This design comes from an exercise in tuning for small area, a short achievable clock period and few clock cycles per item on the open sky130 flow, not from production work.
The RTL was checked by simulation tests, not by an equivalence proof against the original design.
Power figures rest on the tool's default switching activity, not on a simulated workload.

== raven ==
// mains_rms_and_frequency_monitor
module mains_rms_and_frequency_monitor #(
    parameter int WINDOW_BITS = 10
) (
    input  logic                aclk,
    input  logic                aresetn,
    input  logic                s_valid,
    output logic                s_ready,
    input  logic [SAMPLE_W-1:0] s_sample_mv,
    input  logic                s_sample_valid,
    output logic                m_valid,
    input  logic                m_ready,
    output logic [THR_W-1:0]    m_rms_volts_q8,
    output logic                m_blackout,
    output logic                m_surge,
    output logic [FREQ_W-1:0]   m_frequency_centihz,
    input  logic                psel,
    input  logic                penable,
    input  logic                pwrite,
    input  logic [APB_AW-1:0]   paddr,
    input  logic [APB_DW-1:0]   pwdata,
    output logic [APB_DW-1:0]   prdata,
    output logic                pready
);
Size: roughly 480 flip-flops, ~28,000 sq um of cells after synthesis.
clock: 10.0 ns
lec_check: 0
cap_margin: 20
core_margin: 2
core_utilization: 40
slew_margin: 20
standard.sh (not shown) runs the stock make flow with config.mk's settings and CLKGATE_MAP_FILE= SYNTH_SCRIPT=/design/flow/synth_recipe.tcl, a recipe that flattens the netlist after the stock synthesis.
==> flow/flow/run.sh <==
#!/bin/bash
# Standard layout; repair_timing aims for a tighter setup margin and the
# ports get buf_2 buffers. Tool output goes to standard.log.
set -euo pipefail
export SETUP_SLACK_MARGIN=6.5
export BUFFER_PORTS_ARGS="-buffer_cell sky130_fd_sc_hd__buf_2"
bash standard.sh > standard.log 2>&1
Testbench counts of raven, summed over its fixed seeds: cycles 20,452, items 19,252.
### raven -> maple
-- flow/design.v --
<<< raven, line 374
    assign minp_m1 = min_per_reg - 1'b1;
    assign n_m1    = n_eff - 1'b1;
    assign c_eq    = (c_inc == min_per_reg) && !minp_max;
    assign kk_eq   = (kk_inc == n_eff);
    logic [WLEN_W-1:0] kk_n;
    logic              k_last_n;
>>> maple, line 374
    assign minp_m1 = min_per_reg - 1'b1;
    assign n_m1    = n_eff - 1'b1;
    assign c_eq    = (c_reg == minp_m1) && (min_per_reg != '0) && !minp_max;
    assign kk_eq   = (kk_reg == n_m1);
    logic [WLEN_W-1:0] kk_n;
    logic              k_last_n;
<<< raven, line 700
    assign f_busy_n   = (proc && hit) || (f_busy && (f_cnt != F_END));
    assign e_busy_n   = (proc && close) || (e_busy_q && !(out_valid && m_ready));
    logic c_gt_p;
    logic k_last_p;
    assign c_gt_p     = !proc || (hit ? (min_per_reg == '0) : (c_gt || c_eq));
    assign k_last_p   = proc ? (close ? (n_eff == WLEN_W'(1)) : kk_eq) : k_last;
    assign stall_next = (np_n && a_pos_n && c_gt_p && f_busy_n) || (k_last_p && e_busy_n);
    assign m_valid             = out_valid;
    assign m_rms_volts_q8      = rms;
>>> maple, line 700
    assign f_busy_n   = (proc && hit) || (f_busy && (f_cnt != F_END));
    assign e_busy_n   = (proc && close) || (e_busy_q && !(out_valid && m_ready));
    assign stall_next = (np_n && a_pos_n && c_gt_n && f_busy_n) || (k_last_n && e_busy_n);
    assign m_valid             = out_valid;
    assign m_rms_volts_q8      = rms;
Findings:
Taking raven as the reference, in maple weighted congestion at the end of routability-driven global placement lost 4.5%; cell count after synthesis lost about 2%. maple against raven: maximum frequency has remained practically unchanged; total power has increased. A cell type of the slowest stage on the worst timing path of dfxtp_1 is what raven shows, while or4_4 belongs to maple. Looking only at number of search-and-repair iterations in the first detailed-routing pass, and setting everything else aside, the lower value of maple and raven goes to raven. After detailed routing, raven needs more wire than maple. NOTE: delay of the slowest cell on the worst path in maple falls short of that of raven. The higher switching power of the nets of maple and raven is in raven. Measured against each other, maple and raven differ in synthesized area, the higher figure coming from raven. maple: no failed stages, no open violations at the end. Share of power burned in combinational logic in maple is 0.5 points lower than in raven.
Testbench counts of maple, summed over its fixed seeds: cycles 20,452, items 19,252.

what the ideal ports hide:
Ports are ideal in the flow. The routed layouts listed here were re-timed in OpenROAD. Step 1, drivers: a clkbuf_16 drives aclk and a buf_2 each remaining input, both assumed. Step 2 adds t to the input delays and takes it off the output delays; t is the mean of the earliest and latest rising clock arrival at the registers after step 1. Input paths then give back, and output paths get back, about the clock's delay inside the block. Three values: no drivers, after step 1, after step 2; two values: the first two.
run | t, ns | slack for setup (ns) | worst slew at a driven data input, ns
raven | 0.680 | 6.576 / 6.512 / 5.870 | 0.09
maple | 0.675 | 6.571 / 6.516 / 5.936 | 0.08
After both steps every run listed still meets setup and hold. The setup slack of raven, which loses most, moves by -0.064 ns with the drivers and by -0.706 ns with both steps.
